From an optimization exercise on the open Yosys and OpenROAD flow, aimed at small area and few clock cycles; shortcuts taken in it are not production practice. At most, simulation tests tie the RTL to the original design; equivalence was not proved. For run 2, only the layout was checked, not whether the RTL still works.

## flow/design.v (module list and top-level ports; edited modules follow where they fit)
// module conv_sum9: 1420 lines
// module conv_top: 131 lines
module conv_top (
	input  logic                  clk,
	input  logic                  rst,
	input  logic                  coef_valid,
	output logic                  coef_ready,
	input  logic [16-1:0]  coef_data,
	input  logic                  pix_valid,
	output logic                  pix_ready,
	input  logic [8-1:0]      pix_data,
	output logic                  out_valid,
	input  logic                  out_ready,
	output logic [2-1:0][20-1:0]     out_data,
	output logic [$clog2(8)-1:0]        out_row,
	output logic [$clog2(8)-1:0]        out_col,
	output logic                  frame_done
);
  // ...
==> flow/run.sh <==
#!/bin/bash
# synth_recipe.tcl (not shown) runs the flow's synth.tcl, then flattens the netlist and writes it again
# the make line also repeats each setting of config.mk as NAME=value (left out here)
make -C /OpenROAD-flow-scripts/flow DESIGN_CONFIG=/design/flow/config.mk WORK_HOME=/design/flow/orfs CLKGATE_MAP_FILE= SYNTH_SCRIPT=/design/flow/synth_recipe.tcl finish
==> flow/config.mk <==
export PLATFORM = sky130hd
export DESIGN_NAME = conv_top
export DESIGN_NICKNAME = conv_top
export VERILOG_FILES = /design/flow/design.v
export SDC_FILE = /design/flow/constraint.sdc
export NUM_CORES = 4
export LEC_CHECK = 0
export ABC_AREA = 1
export CAP_MARGIN = 20
export CORE_MARGIN = 2
export CORE_UTILIZATION = 50
export CTS_BUF_LIST = sky130_fd_sc_hd__clkbuf_4 sky130_fd_sc_hd__clkbuf_8
export SLEW_MARGIN = 20
==> flow/constraint.sdc <==
create_clock -name core_clock -period 7.0 [get_ports {clk}]
set_input_delay 1.4000 -clock core_clock [delete_from_list [all_inputs] [get_ports {clk}]]
set_output_delay 1.4000 -clock core_clock [all_outputs]
set_load 0.01 [all_outputs]
==> out/metrics.yaml, run 1 <==
synth:
  synth_seq_cells: 478
  netlist_instances: 3721
  synth_fp_nets: 4445
  synth_area_sq_um: 40500
  ys_types: 40
cts:
  cts_tree: "built"
  cts_hold_buffers: 0
  cts_resized: 0
  clock_sinks: 478
  clk_pin_slew_ns: 0.06
die:
  start_util_pct: 50.36
  die_width_um: 288.6
  taps: 1060
worst_hold_path:
  min_to: "s[53]"
worst_setup_path:
  worst_ep_required_time_ns: 7.50
  critPathArrivalTime_ns: 6.80
  critPathMaxFanout: 4
  r2r_start: "s[59]"
layout:
  largest_class: "multi-input combinational cells"
  nonClkBufAreaFrac_pct: 3.561
  drive_gt1_share_pct: 8.186
  reg.largest.list: "s (144), wq (144), pq (72)"
  final_nets: 4567
  mostFrequentLayoutCells: "624 x inv_1, 613 x fa_1, 466 x edfxtp_1"
  multi_input_cells: 2434
flow_run:
  max_cap_violations: 0
timing:
  rsz0062_at_grt: "false"
  hold_viol_final: 0
  finalClockSkew_ns: 0.06101
place:
  pre_cts_ws_ns: 0.5968
detailed_routing:
  wl_met3_um: 21230
  routed-wl-met2_um: 67720
  via_per_inst: 6.512
  drtIter0Drc: 5045
global_route:
  grt_max_degree: 149
  antenna_found_initial: 3
run_status:
  status: "finished clean"
Testbench counts, summed over its fixed seeds: cycles 3,240.
==> module conv_top, before the edit <==
module conv_top (
	input  logic                  clk,
	input  logic                  rst,
	input  logic                  coef_valid,
	output logic                  coef_ready,
	input  logic [16-1:0]  coef_data,
	input  logic                  pix_valid,
	output logic                  pix_ready,
	input  logic [8-1:0]      pix_data,
	output logic                  out_valid,
	input  logic                  out_ready,
	output logic [2-1:0][20-1:0]     out_data,
	output logic [$clog2(8)-1:0]        out_row,
	output logic [$clog2(8)-1:0]        out_col,
	output logic                  frame_done
);
	localparam int NW = 2 * 9;
	localparam int NS = 2 * 8 + 2;
	logic [4:0] coef_cnt;
	logic coef_loaded;
	logic coef_acc;
	logic [NW-1:0][8-1:0] wq;
	logic [2-1:0][16-1:0] bq;
	assign coef_loaded = (coef_cnt == 5'd20);
	assign coef_ready = !coef_loaded;
	assign coef_acc = coef_valid && coef_ready;
	always_ff @(posedge clk or posedge rst)
	begin
		if (rst)
			coef_cnt <= '0;
		else if (coef_acc)
			coef_cnt <= coef_cnt + 1'b1;
	end
	logic [7:0][8:0] pq;
	logic pair_acc;
	assign pair_acc = coef_acc && (coef_cnt == 5'd1 || coef_cnt == 5'd3 || coef_cnt == 5'd5
		|| coef_cnt == 5'd7 || coef_cnt == 5'd10 || coef_cnt == 5'd12 || coef_cnt == 5'd14
		|| coef_cnt == 5'd16);
	always_ff @(posedge clk)
	begin
		if (pair_acc)
		begin
			pq[7] <= $signed(coef_data[7:0]) + $signed(bq[1][7:0]);
			for (int i = 0; i < 7; i++)
				pq[i] <= pq[i+1];
		end
	end
	always_ff @(posedge clk)
	begin
		if (coef_acc)
		begin
			bq[1] <= coef_data;
			bq[0] <= bq[1];
			wq[NW-1] <= bq[0][8-1:0];
			for (int i = 0; i < NW - 1; i++)
				wq[i] <= wq[i+1];
		end
	end
	logic [NS-1:0][8-1:0] s;
	logic pix_acc;
	logic [2:0] qr, qc;
	logic [2:0] qr_n, qc_n;
	logic win_n;
	assign pix_ready = coef_loaded && (!out_valid || out_ready);
	assign pix_acc = pix_valid && pix_ready;
	always_ff @(posedge clk)
	begin
		if (pix_acc)
		begin
			s[0] <= pix_data;
			for (int i = 1; i < NS; i++)
				s[i] <= s[i-1];
		end
	end
	assign qc_n = qc + 1'b1;
	assign qr_n = (qc == 3'd5) ? qr + 1'b1 : qr;
	assign win_n = !(qc_n[2] && qc_n[1]) && !(qr_n[2] && qr_n[1]);
	always_ff @(posedge clk or posedge rst)
	begin
		if (rst)
		begin
			qr <= 3'd5;
			qc <= 3'd5;
			out_valid <= 1'b0;
		end
		else if (pix_acc)
		begin
			qr <= qr_n;
			qc <= qc_n;
			out_valid <= win_n;
		end
		else if (out_ready)
		begin
			out_valid <= 1'b0;
		end
	end
	assign out_row = qr;
	assign out_col = qc;
	assign frame_done = out_valid && out_ready && (qr == 3'd5) && (qc == 3'd5);
	logic [2-1:0][20-1:0] sum_a, sum_b, sum_aq, sum_bq;
	for (genvar c = 0; c < 2; c++)
	begin : g_ch
		conv_sum9 u_sum9 (
			.x0(s[17]), .w0(wq[c*9+0]),
			.x1(s[16]), .w1(wq[c*9+1]),
			.x2(s[15]), .w2(wq[c*9+2]),
			.x3(s[9]),  .w3(wq[c*9+3]),
			.x4(s[8]),  .w4(wq[c*9+4]),
			.x5(s[7]),  .w5(wq[c*9+5]),
			.x6(s[1]),  .w6(wq[c*9+6]),
			.x7(s[0]),  .w7(wq[c*9+7]),
			.x8(pix_data), .w8(wq[c*9+8]),
			.p0(pq[c*4+0]), .p1(pq[c*4+1]), .p2(pq[c*4+2]), .p3(pq[c*4+3]),
			.b(bq[c]),
			.ya(sum_a[c]),
			.yb(sum_b[c])
		);
	end
	always_ff @(posedge clk)
	begin
		if (pix_acc)
		begin
			sum_aq <= sum_a;
			sum_bq <= sum_b;
		end
	end
	for (genvar c = 0; c < 2; c++)
	begin : g_out
		assign out_data[c] = sum_aq[c] + sum_bq[c];
	end
endmodule
==> run 2: changes to the inputs <==
--- a/flow/design.v
+++ b/flow/design.v
@@ -20,18 +20,17 @@
 	input  wire [7:0] w7,
 	input  wire [7:0] x8,
 	input  wire [7:0] w8,
 	input  wire [8:0] p0,
 	input  wire [8:0] p1,
 	input  wire [8:0] p2,
 	input  wire [8:0] p3,
 	input  wire [15:0] b,
-	output wire [19:0] ya,
-	output wire [19:0] yb
+	output wire [19:0] y
 );
 	wire d0a0 = x0[0] & ~x1[0];
 	wire d0b0 = ~x0[0] & x1[0];
 	wire d0c0 = x0[0] & x1[0];
 	wire d0t0_0 = (d0a0 & w0[0]) | (d0b0 & w1[0]) | (d0c0 & p0[0]);
 	wire d0t0_1 = (d0a0 & w0[1]) | (d0b0 & w1[1]) | (d0c0 & p0[1]);
 	wire d0t0_2 = (d0a0 & w0[2]) | (d0b0 & w1[2]) | (d0c0 & p0[2]);
 	wire d0t0_3 = (d0a0 & w0[3]) | (d0b0 & w1[3]) | (d0c0 & p0[3]);
@@ -1413,18 +1412,17 @@
 	wire n950 = (n847 & n895) | (n951 & n897);
 	wire n954 = n848 ^ n900;
 	wire n952 = n954 ^ n898;
 	wire n953 = (n848 & n900) | (n954 & n898);
 	wire n955 = n901 ^ n903;
 	wire n956 = n901 & n903;
 	wire [19:0] ra = {1'b1, n904, n955, n950, n947, n944, n941, n938, n935, n932, n929, n926, n923, n920, n917, n915, n912, n910, n907, n906};
 	wire [19:0] rb = {1'b0, n956, n953, n952, n949, n946, n943, n940, n937, n934, n931, n928, n925, n922, n919, n916, n914, n911, n909, 1'b0};
-	assign ya = ra;
-	assign yb = rb;
+	assign y = ra + rb;
 endmodule
 `default_nettype wire
 `default_nettype none
 `timescale 1ns/1ns
 module conv_top (
 	input  logic                  clk,
 	input  logic                  rst,
 	input  logic                  coef_valid,
@@ -1518,41 +1516,33 @@
 		else if (out_ready)
 		begin
 			out_valid <= 1'b0;
 		end
 	end
 	assign out_row = qr;
 	assign out_col = qc;
 	assign frame_done = out_valid && out_ready && (qr == 3'd5) && (qc == 3'd5);
-	logic [2-1:0][20-1:0] sum_a, sum_b, sum_aq, sum_bq;
+	logic [2-1:0][20-1:0] sum_d;
 	for (genvar c = 0; c < 2; c++)
 	begin : g_ch
 		conv_sum9 u_sum9 (
 			.x0(s[17]), .w0(wq[c*9+0]),
 			.x1(s[16]), .w1(wq[c*9+1]),
 			.x2(s[15]), .w2(wq[c*9+2]),
 			.x3(s[9]),  .w3(wq[c*9+3]),
 			.x4(s[8]),  .w4(wq[c*9+4]),
 			.x5(s[7]),  .w5(wq[c*9+5]),
 			.x6(s[1]),  .w6(wq[c*9+6]),
 			.x7(s[0]),  .w7(wq[c*9+7]),
 			.x8(pix_data), .w8(wq[c*9+8]),
 			.p0(pq[c*4+0]), .p1(pq[c*4+1]), .p2(pq[c*4+2]), .p3(pq[c*4+3]),
 			.b(bq[c]),
-			.ya(sum_a[c]),
-			.yb(sum_b[c])
+			.y(sum_d[c])
 		);
 	end
 	always_ff @(posedge clk)
 	begin
 		if (pix_acc)
-		begin
-			sum_aq <= sum_a;
-			sum_bq <= sum_b;
-		end
-	end
-	for (genvar c = 0; c < 2; c++)
-	begin : g_out
-		assign out_data[c] = sum_aq[c] + sum_bq[c];
+			out_data <= sum_d;
 	end
 endmodule
 `default_nettype wire
==> flow/config.mk (replaced) <==
export PLATFORM = sky130hd
export DESIGN_NAME = conv_top
export DESIGN_NICKNAME = conv_top
export VERILOG_FILES = /design/flow/design.v
export SDC_FILE = /design/flow/constraint.sdc
export NUM_CORES = 4
export LEC_CHECK = 0
export ABC_AREA = 1
export CAP_MARGIN = 20
export CORE_MARGIN = 2
export CORE_UTILIZATION = 50
export SLEW_MARGIN = 20
==> run 2 against run 1 <==
Net effect:
- maximum frequency is 7.4% lower
- register-to-register slack worse by 0.50 ns
- synthesized cell count is 1.5% lower
- via count is 1.9% higher
- largest cell class unchanged
- flip-flop and latch count is 34 lower
- critical path type unchanged
- routed wire length is 5.5% higher
- global-route usage is 2.9 points higher
==> out/metrics.yaml, run 2 <==
layout:
  final_nets: 4746  # +3.9%
  final_common_cell: "inv_1"
  mostFrequentLayoutCells: "642 x inv_1, 603 x fa_1, 458 x o22ai_1"
  fin_cells: 5105
  multi_input_area_sq_um: 23150
  syn_to_final_growth_pct: 16.61
  utilization_pct: 59.08
  fill_cells: 6792
  drive_gt1_share_pct: 13.31  # +5.1 points
  reg.largest.list: "s (144), wq (144), pq (72)"
  seq_area_sq_um: 13280
die:
  pin_count: 79
  start_util_pct: 50.67  # +0.31 points
  row_count: 102
  die_width_um: 284.4  # -1.5%
  coreArea_sq_um: 77590
  die_h_um: 284.4
  die_area_sq_um: 80890
run_status:
  status: "finished clean"
detailed_routing:
  postRouteAntennaNets: 0
  num_vias: 32980
  routed_wl_um: 173200
  drtIter0Drc: 5211  # +3.3%
  drtPass1Iterations: 8
  drcViolationCount: 0
  via_per_inst: 6.461  # -0.78%
  avgRoutedWirePerCell_um: 33.93
synth:
  synth.largest_area_cell: "edfxtp_1"
  synth_fp_nets: 4390  # -1.2%
  synth_seq_cells: 444  # -7.1%
  postSynthAreaPerCell_sq_um: 10.72
  yosysTopAreaCellShare_pct: 33.00
  synth_top_cells_by_count: "647 x inv_1, 613 x fa_1, 462 x o22ai_1, 443 x a21oi_1, 432 x edfxtp_1"
  ys_seq_area_share_pct: 33.77
  yosys_warnings: 1
  ys.flop_type: "edfxtp_1"
  ys_top_cells_by_area: "edfxtp_1 33%, fa_1 31%, o22ai_1 7.4%"
  ys_types: 45  # +13%
  synth.most_common_cell: "inv_1"
  netlist_instances: 3666  # -1.5%
  synth_edf_count: 432
  ys_async_sr_fraction_pct: 2.703
  synth_area_sq_um: 39320  # -2.9%
timing:
  fin_ws_ns: 0.2047
  tightest_slew_ns: 0.9262
  slew_viol_final: 0
  hold_viol_final: 0  # unchanged
  tns_ns: 0
  setup_viol: 0
  finalClockSkew_ns: 0.03568  # -0.02533 ns
  period_share_pct: 97.08
  relSlewSlack_pct: 38.25
  layout_min_cycle_time_ns: 6.795
  rsz0062_at_grt: "true"
  max_clock_freq_mhz: 147.2
cts:
  clk_latency_ns: 0.66
  cts_max_path_buffers: 3
  htreeDepth: 2
  clockRootBuffer: "clkbuf_16"
  cts_hold_buffers: 0  # unchanged
  clock_sinks: 444  # -7.1%
  cts_tree: "built"
  clk_pin_slew_ns: 0.07  # about the same
  cts_inserted_buffers: 53
worst_setup_path:
  cp-startpoint: "s[130]"
  r2r_start: "s[130]"
  worst_ep_required_time_ns: 7.41  # -0.09 ns
  critPathMaxFanout: 13  # +9
  crit_type: "reg -> reg"
  critPathArrivalTime_ns: 7.21  # +0.41 ns
  critPathCaptureType: "flip-flop"
  startpoint_type: "flip-flop"
global_route:
  grt_pass1_vias: 32810
  grt_max_degree: 118  # -21%
  antenna_found_initial: 2  # -1
  grt-ovfl-total: 0
  grt_pass1_wl_um: 243600
  track_usage_pct: 43.17
place:
  pre_cts_ws_ns: -0.4560  # -1.053 ns
  hpwl_um: 140600
  place_congestion: 1.138
  numPortBuffers: 78
  post-place-cells: 5000
worst_hold_path:
  hp-start: "s[96]"
  hold_path_class: "reg -> reg"
flow_run:
  max_cap_violations: 0  # unchanged
==> run 2: cell count changes after synthesis, sizes merged, moves of 7 or more <==
| cell | previous run | this run |
|---|---|---|
| edfxtp | 466 | 432 |
| nor2 | 91 | 74 |
| a31oi | 5 | 20 |
| inv | 640 | 655 |
| clkinv | 17 | 5 |
| a21oi | 454 | 443 |
| buf | 43 | 33 |
| a221oi | 10 | 1 |
| or2 | 5 | 12 |
==> run 2: per-stage QoR <==
stage	cell area, sq um	hold WS (ns)
3_5_place_dp	43760	0.4045
5_1_grt	45840	0.4221
6_report	45850	0.4170
2_1_floorplan	39320	0.4003
3_3_place_gp	43760	0.4002
4_1_cts	45620	0.4191
==> run 2: area by class of cell <==
class | count | area share (%)
clock inverter | 44 | 1.141
antenna | 1 | 0.005458
clock buffer | 53 | 2.893
inverter | 660 | 5.453
timing repair buffer | 441 | 8.207
tap | 1040 | 2.838
multi-input combinational | 2422 | 50.50
sequential | 444 | 28.96
==> run 2: worst paths after layout <==
path | endpoint | slack [ns] | cells past startpoint
worst min register to register | s[104] | 0.42 | 0
worst max register to register | out_data[37] | 0.20 | 22
worst min-delay path | s[104] | 0.42 | 0
worst max-delay path | out_data[37] | 0.20 | 22
max in group asynchronous | qr[2] | 5.58 | 2
min in group asynchronous | coef_cnt[1] | 1.07 | 2
==> run 2: critical path: stages (launching register included) <==
cell and delay, ns:
edfxtp_1 0.50, nor2_4 0.17, buf_12 0.17, inv_1 0.14, o22ai_1 0.20, a21oi_1 0.08
fa_1 0.51, buf_4 0.18, fa_1 0.45, fa_1 0.61, fa_1 0.64, fa_1 0.45
fa_1 0.42, fa_1 0.46, fa_1 0.49, inv_1 0.04, ha_1 0.33, a21oi_1 0.20
o21ai_0 0.15, a21oi_1 0.19, nand2_1 0.08, nand2_1 0.06, nand2_1 0.05
==> run 2: cell families after synthesis <==
logic type	after synthesis	share of synthesized area, %
DFF	444	33.77
buffers and inverters	800	7.803
xor gates and xnor gates	95	2.116
and+or+nand+nor	508	5.245
AOI/OAI and AO/OA	1124	17.24
adders and majority gates	695	33.82
==> run 2: timing repair <==
action | in CTS | in global routing
pin swaps | 0 | 11
setup buffers | 0 | 7
resized for setup | 1 | 52
setup endpoints to repair | 9 | 23
endpoints found under the hold margin | 0 | 0
==> run 2: layer usage <==
| layer | vias up | routed length (um) | track usage [%] |
|---|---|---|---|
| li1 | 13440 | - | - |
| met5 | - | 10 | 0 |
| met1 | 16240 | 62880 | 56.51 |
| met3 | 640 | 21810 | 12.04 |
| met4 | 2 | 16510 | 31.24 |
| met2 | 2654 | 72000 | 61.84 |

static timing again, ports no longer ideal:
The flow's constraints put no driver on any port. The routed layouts listed below were extracted and timed again, unchanged, in two steps. Step 1, drivers: a clkbuf_16 drives clk and a buf_2 each remaining input, both assumed. Step 2 also shifts input and output timing later by t, the mid clock arrival at the registers, as if the neighbouring blocks saw the same clock. a / b / c = no drivers / after step 1 / after step 2; a / b = the first two.
run	t (ns)	setup WS [ns]	cell pins on the clock port's net
run 1	0.834	0.704 / 0.704 / 0.497	1
run 2	0.709	0.205 / 0.205 / -0.309	1
Met with ideal ports but missed after step 2: setup timing in run 2. The setup slack of run 2, which loses most, moves by 0.000 ns with the drivers and by -0.514 ns with both steps.
